Source: an optimization exercise on an open RTL-to-GDS flow (aim: small area). Production flows keep margins and buffers that such runs may drop.
The RTL was checked by simulation tests, not by an equivalence proof against the original design.
Power figures rest on the tool's default switching activity, not on a simulated workload.

## rhythm_slot_regularity_tracker_unit
module rhythm_slot_regularity_tracker_unit (
    input  wire logic        aclk,
    input  wire logic        aresetn,
    input  wire logic        s_valid,
    output logic             s_ready,
    input  wire logic [13:0] s_data,
    output logic             m_valid,
    input  wire logic        m_ready,
    output logic [35:0]      m_data,
    input  wire logic        cfg_valid,
    output logic             cfg_ready,
    input  wire logic [0:0]  cfg_index,
    input  wire logic [15:0] cfg_data
);
    localparam logic [3:0] ST_INIT = 4'd8;
    localparam logic [3:0] ST_IDLE = 4'd9;
    logic [7:0]  hist [16];
    logic [7:0]  refr [16];
    logic [3:0]  pos;
    logic [3:0]  st;
    logic        mv_q;
    logic [7:0]  mean_q;      
    logic [15:0] score_q;     
    logic        c_q;         
    logic [7:0]  act_q;
    logic [7:0]  lim_q;       
    logic        limhi_q;     
    logic [12:0] r_q;         
    logic [4:0]  n_q;         
    logic [7:0]  raw_q;
    logic        dis_q;
    logic [1:0]  case_q;
    logic [7:0]  add_val;     
    function automatic logic gt8(input logic [7:0] a, input logic [7:0] b);
        gt8 = 1'b0;
        for (int i = 0; i < 8; i++) gt8 = (a[i] & ~b[i]) | (~(a[i] ^ b[i]) & gt8);
    endfunction
    wire [1:0] typ  = s_data[13:12];
    wire [3:0] slot = s_data[11:8];
    wire [7:0] amt  = s_data[7:0];
    wire is_add    = (typ == 2'd0);
    wire is_clr    = (typ == 2'd1);
    wire is_smooth = (typ == 2'd2);
    wire is_step   = (typ == 2'd3);
    wire in_init = (st == ST_INIT);
    wire in_idle = (st == ST_IDLE);
    wire in_p0   = (st == 4'd0);
    wire in_p1   = (st == 4'd1);
  ...
For scale: ~810 cells after synthesis, ~75 I/O pins.
==> flow/config.mk <==
export PLATFORM = sky130hd
export DESIGN_NAME = rhythm_slot_regularity_tracker_unit
export DESIGN_NICKNAME = rhythm_slot_regularity_tracker_unit
export VERILOG_FILES = /design/flow/design.v
export SDC_FILE = /design/flow/constraint.sdc
export NUM_CORES = 4
export LEC_CHECK = 0
export CAP_MARGIN = 20
export CORE_MARGIN = 2
export CORE_UTILIZATION = 65
export SLEW_MARGIN = 20
==> flow/constraint.sdc <==
create_clock -name core_clock -period 10.0 [get_ports {aclk}]
set_input_delay 2.0000 -clock core_clock [delete_from_list [all_inputs] [get_ports {aclk}]]
set_output_delay 2.0000 -clock core_clock [all_outputs]
set_load 0.01 [all_outputs]
standard.sh (not shown) runs the stock make flow with config.mk's settings and CLKGATE_MAP_FILE= SYNTH_SCRIPT=/design/flow/synth_recipe.tcl, a recipe that flattens the netlist after the stock synthesis.
==> flow/flow/run.sh <==
#!/bin/bash
# The standard layout (standard.sh) with three changes:
#  - synthesis leaves adders to ABC (no extract_fa / half- and full-adder
#    cells: ADDER_MAP_FILE is empty) and maps the logic with an
#    area-oriented ABC script (flow/abc_area.script) in place of ORFS's
#    abc_speed.script; registers are mapped exactly as in the standard
#    synthesis (neither step touches them);
#  - port buffers use the smallest buffer cell (sky130_fd_sc_hd__buf_1);
#  - clock tree: larger sink clusters on clkbuf_16, no dummy loads.
# The whole make output is kept in std_flow.log; ORFS's per-step logs are
# under orfs/logs/.
set -euo pipefail
here=$(pwd)
rm -rf "$here/scripts"
cp -r "$FLOW_HOME/scripts" "$here/scripts"
cp "$here/flow/abc_area.script" "$here/scripts/abc_speed.script"
export SCRIPTS_DIR="$here/scripts"
export ADDER_MAP_FILE=""
export BUFFER_PORTS_ARGS="-buffer_cell sky130_fd_sc_hd__buf_1"
export CTS_ARGS="-sink_clustering_enable -repair_clock_nets -sink_clustering_size 32 -sink_clustering_max_diameter 150 -buf_list sky130_fd_sc_hd__clkbuf_16 -root_buf sky130_fd_sc_hd__clkbuf_4 -tree_buf sky130_fd_sc_hd__clkbuf_4 -sink_clustering_buffer sky130_fd_sc_hd__clkbuf_16 -dont_use_dummy_load"
bash standard.sh > std_flow.log 2>&1
==> flow/flow/abc_area.script <==
strash
dc2
dch -f
amap -F 4 -A 8
strash
dch -f
amap -F 4 -A 8
topo
dnsize -c
The first run completed with no timing, DRC or antenna violations.
==> next run, changes <==
--- a/flow/flow/run.sh
+++ b/flow/flow/run.sh
@@ -18,4 +18,4 @@
 export ADDER_MAP_FILE=""
 export BUFFER_PORTS_ARGS="-buffer_cell sky130_fd_sc_hd__buf_1"
-export CTS_ARGS="-sink_clustering_enable -repair_clock_nets -sink_clustering_size 32 -sink_clustering_max_diameter 150 -buf_list sky130_fd_sc_hd__clkbuf_16 -root_buf sky130_fd_sc_hd__clkbuf_4 -tree_buf sky130_fd_sc_hd__clkbuf_4 -sink_clustering_buffer sky130_fd_sc_hd__clkbuf_16 -dont_use_dummy_load"
+export CTS_ARGS="-sink_clustering_enable -repair_clock_nets -sink_clustering_size 28 -sink_clustering_max_diameter 150 -buf_list sky130_fd_sc_hd__clkbuf_16 -root_buf sky130_fd_sc_hd__clkbuf_4 -tree_buf sky130_fd_sc_hd__clkbuf_4 -sink_clustering_buffer sky130_fd_sc_hd__clkbuf_16 -dont_use_dummy_load"
 bash standard.sh > std_flow.log 2>&1
--- a/flow/config.mk
+++ b/flow/config.mk
@@ -8,4 +8,4 @@
 export CAP_MARGIN = 20
 export CORE_MARGIN = 2
-export CORE_UTILIZATION = 65
+export CORE_UTILIZATION = 70
 export SLEW_MARGIN = 20
=> The changed run finished clean. Power went up by 1.3%. Global-route usage went up by 2.8 points. Non-clock buffer count went up by 1. Sequential cell count is unchanged. Area after synthesis is unchanged. Cell area hardly moves. Core utilization went up by 4.9 points.
==> next run, changes <==
--- a/flow/flow/run.sh
+++ b/flow/flow/run.sh
@@ -18,4 +18,4 @@
 export ADDER_MAP_FILE=""
 export BUFFER_PORTS_ARGS="-buffer_cell sky130_fd_sc_hd__buf_1"
-export CTS_ARGS="-sink_clustering_enable -repair_clock_nets -sink_clustering_size 28 -sink_clustering_max_diameter 150 -buf_list sky130_fd_sc_hd__clkbuf_16 -root_buf sky130_fd_sc_hd__clkbuf_4 -tree_buf sky130_fd_sc_hd__clkbuf_4 -sink_clustering_buffer sky130_fd_sc_hd__clkbuf_16 -dont_use_dummy_load"
+export CTS_ARGS="-sink_clustering_enable -repair_clock_nets -sink_clustering_size 28 -sink_clustering_max_diameter 150 -buf_list sky130_fd_sc_hd__clkbuf_16 -dont_use_dummy_load"
 bash standard.sh > std_flow.log 2>&1
--- a/flow/config.mk
+++ b/flow/config.mk
@@ -8,4 +8,4 @@
 export CAP_MARGIN = 20
 export CORE_MARGIN = 2
-export CORE_UTILIZATION = 70
+export CORE_UTILIZATION = 78
 export SLEW_MARGIN = 20
Outcome:
- The changed run completed without violations
- non-clock buffer count climbs by 1
- clock skew shrinks by 0.042 ns
- synthesized area does not change

static timing again, ports no longer ideal:
The results above use ideal ports. As a check the final layouts listed here were re-extracted and re-timed, cells and wires unchanged.
Step 1 (the two cells are an assumption about what drives the block):
set clk [get_ports {aclk}]
set_driving_cell -lib_cell sky130_fd_sc_hd__clkbuf_16 $clk
set_driving_cell -lib_cell sky130_fd_sc_hd__buf_2 [delete_from_list [all_inputs] $clk]
Step 2 moves the port delays by t, midway between the first and last clock arrival at a register: inputs arrive t later, outputs are due t later. That takes back most of the time a late clock gives input paths.
Slacks: ideal ports / drivers / drivers and shift; pairs: ideal ports / drivers.
run | shift t [ns] | slack for setup (ns) | latest minus earliest clock arrival (ns) | cell pins on the clock port's net
the first run | 0.653 | 4.534 / 4.534 / 4.179 | 0.037 / 0.037 | 1
the second run | 0.680 | 4.313 / 4.313 / 4.205 | 0.086 / 0.086 | 1
the third run | 0.532 | 3.582 / 3.582 / 3.582 | 0.042 / 0.041 | 1
After both steps every run listed still meets setup and hold. For the first run, which loses most, drivers alone change the setup slack by 0.000 ns; drivers and shift together by -0.355 ns.
